What follows belongs to an exercise in optimizing a design on an open flow for small area; a production flow would make more cautious choices. The RTL was checked by simulation tests, not by an equivalence proof against the original design. Power and IR drop assume default switching activity. The clock port is modelled as an ideal driver; clocking choices that lean on that would not hold on a real chip.

==> flow/design.v <==
package buf_ctrl_pkg;
   typedef enum logic [1:0] {
      PHASE_0 = 2'd0,
      PHASE_1 = 2'd1,
      PHASE_2 = 2'd2
   } tribuf_phase_t;
   typedef enum logic [1:0] {
      IBUF_IDLE   = 2'd0,
      IBUF_STREAM = 2'd1,
      IBUF_FULL   = 2'd2
   } ibuf_state_t;
endpackage
package sample_pkg;
   parameter int BFP_W = 6;
   typedef logic [BFP_W-1:0] sample_bw_t;
endpackage
module istream_writer #(
   parameter int FRAME_LEN = 16,
   localparam int AW = $clog2(FRAME_LEN)
) (
   input  logic          clk,
   input  logic          rst,
   input  logic          run,
   input  logic          sact_istream,
   output logic          wr_act,
   output logic [AW-1:0] wr_addr,
   output buf_ctrl_pkg::ibuf_state_t input_buffer_status
);
   buf_ctrl_pkg::ibuf_state_t state;
   buf_ctrl_pkg::ibuf_state_t state_n;
   logic [AW-1:0] cnt;
   logic last_sample;
   assign input_buffer_status = state;
   assign wr_act = sact_istream && (state == buf_ctrl_pkg::IBUF_STREAM);
   assign last_sample = (cnt == AW'(FRAME_LEN - 1));
   always_comb begin
      state_n = state;
      case (state)
         buf_ctrl_pkg::IBUF_IDLE: state_n = buf_ctrl_pkg::IBUF_STREAM;
         buf_ctrl_pkg::IBUF_STREAM: begin
            if (!run && wr_act && last_sample) begin
               state_n = buf_ctrl_pkg::IBUF_FULL;
            end
         end
         buf_ctrl_pkg::IBUF_FULL: begin
            if (run) begin
               state_n = buf_ctrl_pkg::IBUF_STREAM;
            end
         end
         default: state_n = buf_ctrl_pkg::IBUF_IDLE;
      endcase
   end
   always_ff @(posedge clk) begin
      if (rst) begin
         state <= buf_ctrl_pkg::IBUF_IDLE;
      end else begin
         state <= state_n;
      end
   end
   always_ff @(posedge clk) begin
      if (rst) begin
         cnt <= '0;
      end else if (run || state != buf_ctrl_pkg::IBUF_STREAM) begin
         cnt <= '0;
      end else if (wr_act) begin
         cnt <= cnt + 1'b1;
      end
   end
   always_comb begin
      for (int i = 0; i < AW; i++) begin
         wr_addr[i] = cnt[AW-1-i];
      end
   end
endmodule
module bfp_frame_scale #(
   parameter int DW = 16
) (
   input  logic                 clk,
   input  logic                 rst,
   input  logic                 run,
   input  logic                 sample_act,
   input  logic signed [DW-1:0] sample_real,
   input  logic signed [DW-1:0] sample_imag,
   output sample_pkg::sample_bw_t frame_bw
);
   localparam int BW = sample_pkg::BFP_W;
   logic [DW-2:0] sig_real;
   logic [DW-2:0] sig_imag;
   logic [DW-2:0] acc;
   logic [DW-2:0] acc_n;
   logic [BW-2:0] bw_q;
   logic [BW-2:0] bw_n;
   assign sig_real = sample_real[DW-2:0] ^ {(DW-1){sample_real[DW-1]}};
   assign sig_imag = sample_imag[DW-2:0] ^ {(DW-1){sample_imag[DW-1]}};
   assign acc_n = acc | ({(DW-1){sample_act}} & (sig_real | sig_imag));
   always_comb begin
      bw_n = (BW-1)'(1);
      for (int i = 0; i < DW - 1; i++) begin
         if (acc_n[i]) begin
            bw_n = (BW-1)'(i + 2);
         end
      end
   end
   always_ff @(posedge clk) begin
      if (rst || run) begin
         acc <= '0;
      end else begin
         acc <= acc_n;
      end
   end
   always_ff @(posedge clk) begin
      if (rst) begin
         bw_q <= (BW-1)'(1);
      end else if (run) begin
         bw_q <= bw_n;
      end
   end
   assign frame_bw = {1'b0, bw_q};
endmodule
module tribuf_arbiter #(
   parameter int FRAME_LEN = 16,
   parameter int DW = 16,
   localparam int AW = $clog2(FRAME_LEN)
) (
   input  logic                 clk,
   input  logic                 rst,
   input  logic                 run,
   input  logic                 wr_act,
   input  logic [AW-1:0]        wr_addr,
   input  logic signed [DW-1:0] wr_real,
   input  logic signed [DW-1:0] wr_imag,
   input  logic                 dmaact,
   input  logic [AW-1:0]        dmaa,
   output logic signed [DW-1:0] dmadr_real,
   output logic signed [DW-1:0] dmadr_imag
);
   localparam int NW = 3 * FRAME_LEN;
   logic [2:0] phase;
   logic [2:0] dma_bank;
   logic [2*DW-1:0] wdw;
   logic [2*DW-1:0] mem [NW];
   logic [2*DW-1:0] rd_word;
   logic [2*DW-1:0] rd_q;
   always_ff @(posedge clk) begin
      if (rst) begin
         phase <= 3'b001;
      end else if (run) begin
         phase <= {phase[1:0], phase[2]};
      end
   end
   assign dma_bank = {phase[1:0], phase[2]};
   assign wdw = {wr_imag, wr_real};
   logic [NW-1:0] wsel_lo, wsel_hi;
   logic [NW-1:0] rsel_lo, rsel_hi;
   word_dec #(.FRAME_LEN (FRAME_LEN)) u_dec_lo (
      .rst (rst), .wr_act (wr_act), .wr_bank (phase), .wr_addr (wr_addr),
      .rd_bank (dma_bank), .rd_addr (dmaa), .wsel (wsel_lo), .rsel (rsel_lo)
   );
   word_dec #(.FRAME_LEN (FRAME_LEN)) u_dec_hi (
      .rst (rst), .wr_act (wr_act), .wr_bank (phase), .wr_addr (wr_addr),
      .rd_bank (dma_bank), .rd_addr (dmaa), .wsel (wsel_hi), .rsel (rsel_hi)
   );
   for (genvar w = 0; w < NW; w++) begin : g_word
      always_ff @(posedge clk) begin
         if (wsel_lo[w]) begin
            mem[w][DW-1:0] <= wdw[DW-1:0];
         end
      end
      always_ff @(posedge clk) begin
         if (wsel_hi[w]) begin
            mem[w][2*DW-1:DW] <= wdw[2*DW-1:DW];
         end
      end
   end
   logic [2*DW-1:0] term_n [NW/3];
   for (genvar g = 0; g < NW / 3; g++) begin : g_term
      for (genvar k = 0; k < 2 * DW; k++) begin : g_bit
         rd_term3 u_term (
            .s0 (k < DW ? rsel_lo[3*g] : rsel_hi[3*g]),
            .s1 (k < DW ? rsel_lo[3*g+1] : rsel_hi[3*g+1]),
            .s2 (k < DW ? rsel_lo[3*g+2] : rsel_hi[3*g+2]),
            .d0 (mem[3*g][k]),
            .d1 (mem[3*g+1][k]),
            .d2 (mem[3*g+2][k]),
            .y_n (term_n[g][k])
         );
      end
   end
   always_comb begin
      rd_word = '1;
      for (int g = 0; g < NW / 3; g++) begin
         rd_word = rd_word & term_n[g];
      end
      rd_word = ~rd_word;
   end
   always_ff @(posedge clk) begin
      if (rst || dmaact) begin
         rd_q <= rd_word;
      end
   end
   assign {dmadr_imag, dmadr_real} = rd_q;
endmodule
module rd_term3 (
   input  logic s0,
   input  logic s1,
   input  logic s2,
   input  logic d0,
   input  logic d1,
   input  logic d2,
   output logic y_n
);
   assign y_n = ~((s0 & d0) | (s1 & d1) | (s2 & d2));
endmodule
module word_dec #(
   parameter int FRAME_LEN = 16,
   localparam int AW = $clog2(FRAME_LEN),
   localparam int NW = 3 * FRAME_LEN
) (
   input  logic          rst,
   input  logic          wr_act,
   input  logic [2:0]    wr_bank,
   input  logic [AW-1:0] wr_addr,
   input  logic [2:0]    rd_bank,
   input  logic [AW-1:0] rd_addr,
   output logic [NW-1:0] wsel,
   output logic [NW-1:0] rsel
);
   always_comb begin
      for (int b = 0; b < 3; b++) begin
         for (int i = 0; i < FRAME_LEN; i++) begin
            wsel[b*FRAME_LEN+i] = wr_act && wr_bank[b] && (wr_addr == AW'(i));
            rsel[b*FRAME_LEN+i] = !rst && rd_bank[b] && (rd_addr == AW'(i));
         end
      end
   end
endmodule
module fft_buf_top #(
   parameter int FRAME_LEN = 16,
   parameter int DW = 16,
   localparam int AW = $clog2(FRAME_LEN)
) (
   input  logic                 clk,
   input  logic                 rst,
   input  logic                 run,
   input  logic                 sact_istream,
   input  logic signed [DW-1:0] sdw_istream_real,
   input  logic signed [DW-1:0] sdw_istream_imag,
   input  logic                 dmaact,
   input  logic [AW-1:0]        dmaa,
   output logic signed [DW-1:0] dmadr_real,
   output logic signed [DW-1:0] dmadr_imag,
   output logic [1:0]           input_buffer_status,
   output logic [5:0]           frame_bw
);
   logic wr_act;
   logic [AW-1:0] wr_addr;
   istream_writer #(
      .FRAME_LEN (FRAME_LEN)
   ) u_writer (
      .clk                 (clk),
      .rst                 (rst),
      .run                 (run),
      .sact_istream        (sact_istream),
      .wr_act              (wr_act),
      .wr_addr             (wr_addr),
      .input_buffer_status (input_buffer_status)
   );
   bfp_frame_scale #(
      .DW (DW)
   ) u_scale (
      .clk         (clk),
      .rst         (rst),
      .run         (run),
      .sample_act  (wr_act),
      .sample_real (sdw_istream_real),
      .sample_imag (sdw_istream_imag),
      .frame_bw    (frame_bw)
   );
   tribuf_arbiter #(
      .FRAME_LEN (FRAME_LEN),
      .DW        (DW)
   ) u_arbiter (
      .clk        (clk),
      .rst        (rst),
      .run        (run),
      .wr_act     (wr_act),
      .wr_addr    (wr_addr),
      .wr_real    (sdw_istream_real),
      .wr_imag    (sdw_istream_imag),
      .dmaact     (dmaact),
      .dmaa       (dmaa),
      .dmadr_real (dmadr_real),
      .dmadr_imag (dmadr_imag)
   );
endmodule
Settings: LEC_CHECK=0, CAP_MARGIN=5, CORE_MARGIN=2, CORE_UTILIZATION=50, SLEW_MARGIN=5, SYNTH_HIERARCHICAL=1, SYNTH_MINIMUM_KEEP_SIZE=0; clock period 6.0 ns.
standard.sh (not shown) runs the stock make flow with config.mk's settings and CLKGATE_MAP_FILE= SYNTH_SCRIPT=/design/flow/synth_recipe.tcl, a recipe that flattens the netlist after the stock synthesis.
==> flow/flow/run.sh <==
#!/bin/bash
# Standard layout, with a clock tree built from fewer, larger sink clusters
# and without dummy loads, and the smallest buffer on each port.
set -euo pipefail
export CTS_ARGS="-sink_clustering_enable -repair_clock_nets -dont_use_dummy_load -sink_clustering_size 30 -sink_clustering_max_diameter 90"
export BUFFER_PORTS_ARGS="-buffer_cell sky130_fd_sc_hd__buf_1"
bash standard.sh > standard_flow.log 2>&1
Rerun with:
--- a/flow/design.v
+++ b/flow/design.v
@@ -138,8 +138,10 @@
    logic [2:0] phase;
    logic [2:0] dma_bank;
    logic [2*DW-1:0] wdw;
    logic [2*DW-1:0] mem [NW];
+   logic [NW-1:0] wsel;
+   logic [NW-1:0] rsel;
    logic [2*DW-1:0] rd_word;
    logic [2*DW-1:0] rd_q;
    always_ff @(posedge clk) begin
       if (rst) begin
@@ -149,37 +151,30 @@
       end
    end
    assign dma_bank = {phase[1:0], phase[2]};
    assign wdw = {wr_imag, wr_real};
-   logic [NW-1:0] wsel_lo, wsel_hi;
-   logic [NW-1:0] rsel_lo, rsel_hi;
-   word_dec #(.FRAME_LEN (FRAME_LEN)) u_dec_lo (
-      .rst (rst), .wr_act (wr_act), .wr_bank (phase), .wr_addr (wr_addr),
-      .rd_bank (dma_bank), .rd_addr (dmaa), .wsel (wsel_lo), .rsel (rsel_lo)
-   );
-   word_dec #(.FRAME_LEN (FRAME_LEN)) u_dec_hi (
-      .rst (rst), .wr_act (wr_act), .wr_bank (phase), .wr_addr (wr_addr),
-      .rd_bank (dma_bank), .rd_addr (dmaa), .wsel (wsel_hi), .rsel (rsel_hi)
-   );
+   always_comb begin
+      for (int b = 0; b < 3; b++) begin
+         for (int i = 0; i < FRAME_LEN; i++) begin
+            wsel[b*FRAME_LEN+i] = wr_act && phase[b] && (wr_addr == AW'(i));
+            rsel[b*FRAME_LEN+i] = !rst && dma_bank[b] && (dmaa == AW'(i));
+         end
+      end
+   end
    for (genvar w = 0; w < NW; w++) begin : g_word
       always_ff @(posedge clk) begin
-         if (wsel_lo[w]) begin
-            mem[w][DW-1:0] <= wdw[DW-1:0];
-         end
-      end
-      always_ff @(posedge clk) begin
-         if (wsel_hi[w]) begin
-            mem[w][2*DW-1:DW] <= wdw[2*DW-1:DW];
+         if (wsel[w]) begin
+            mem[w] <= wdw;
          end
       end
    end
    logic [2*DW-1:0] term_n [NW/3];
    for (genvar g = 0; g < NW / 3; g++) begin : g_term
       for (genvar k = 0; k < 2 * DW; k++) begin : g_bit
          rd_term3 u_term (
-            .s0 (k < DW ? rsel_lo[3*g] : rsel_hi[3*g]),
-            .s1 (k < DW ? rsel_lo[3*g+1] : rsel_hi[3*g+1]),
-            .s2 (k < DW ? rsel_lo[3*g+2] : rsel_hi[3*g+2]),
+            .s0 (rsel[3*g]),
+            .s1 (rsel[3*g+1]),
+            .s2 (rsel[3*g+2]),
             .d0 (mem[3*g][k]),
             .d1 (mem[3*g+1][k]),
             .d2 (mem[3*g+2][k]),
             .y_n (term_n[g][k])
@@ -209,31 +204,8 @@
    input  logic d2,
    output logic y_n
 );
    assign y_n = ~((s0 & d0) | (s1 & d1) | (s2 & d2));
-endmodule
-module word_dec #(
-   parameter int FRAME_LEN = 16,
-   localparam int AW = $clog2(FRAME_LEN),
-   localparam int NW = 3 * FRAME_LEN
-) (
-   input  logic          rst,
-   input  logic          wr_act,
-   input  logic [2:0]    wr_bank,
-   input  logic [AW-1:0] wr_addr,
-   input  logic [2:0]    rd_bank,
-   input  logic [AW-1:0] rd_addr,
-   output logic [NW-1:0] wsel,
-   output logic [NW-1:0] rsel
-);
-   always_comb begin
-      for (int b = 0; b < 3; b++) begin
-         for (int i = 0; i < FRAME_LEN; i++) begin
-            wsel[b*FRAME_LEN+i] = wr_act && wr_bank[b] && (wr_addr == AW'(i));
-            rsel[b*FRAME_LEN+i] = !rst && rd_bank[b] && (rd_addr == AW'(i));
-         end
-      end
-   end
 endmodule
 module fft_buf_top #(
    parameter int FRAME_LEN = 16,
    parameter int DW = 16,
- fmax shrinks by about 20%
- synthesized cell count decreases by 5.4%
- global-route usage came out higher by 2.6 points
- routed wire length increases by 6.8%
- power grows by 0.34%
- via count goes down by 2.0%
- setup slack loses 0.91 ns
- synthesized area went down by about 1.3%
- register-to-register slack is worse by 0.70 ns
- final area is lower by about 1.1%
- combinational power rose by about 6%
- sequential power is about the same
- clock-buffer cell count is unchanged
- core utilization went up by 0.20 points

-- separate check: timing with driven ports --
The results above use ideal ports. As a check the final layouts listed here were re-extracted and re-timed, cells and wires unchanged. Step 1, drivers: a clkbuf_16 drives clk and a buf_2 each remaining input, both assumed. Step 2, shift: input delay + t, output delay - t, t = (earliest + latest rising clock arrival at the registers) / 2. This alone moves slack from input paths to output paths. a / b / c = no drivers / after step 1 / after step 2; a / b = the first two.
run	shift t [ns]	setup slack, ns	latest minus earliest clock arrival (ns)	slew at the worst register clock pin (ns)	worst slew at a driven data input, ns
the first run	0.762	2.236 / 2.219 / 1.456	0.085 / 0.085	0.12 / 0.12	0.18
the second run	0.782	1.327 / 1.355 / 0.573	0.068 / 0.068	0.12 / 0.12	0.20
After both steps setup and hold are still met in every run listed. For the first run, which loses most, drivers alone change the setup slack by -0.017 ns; drivers and shift together by -0.780 ns.
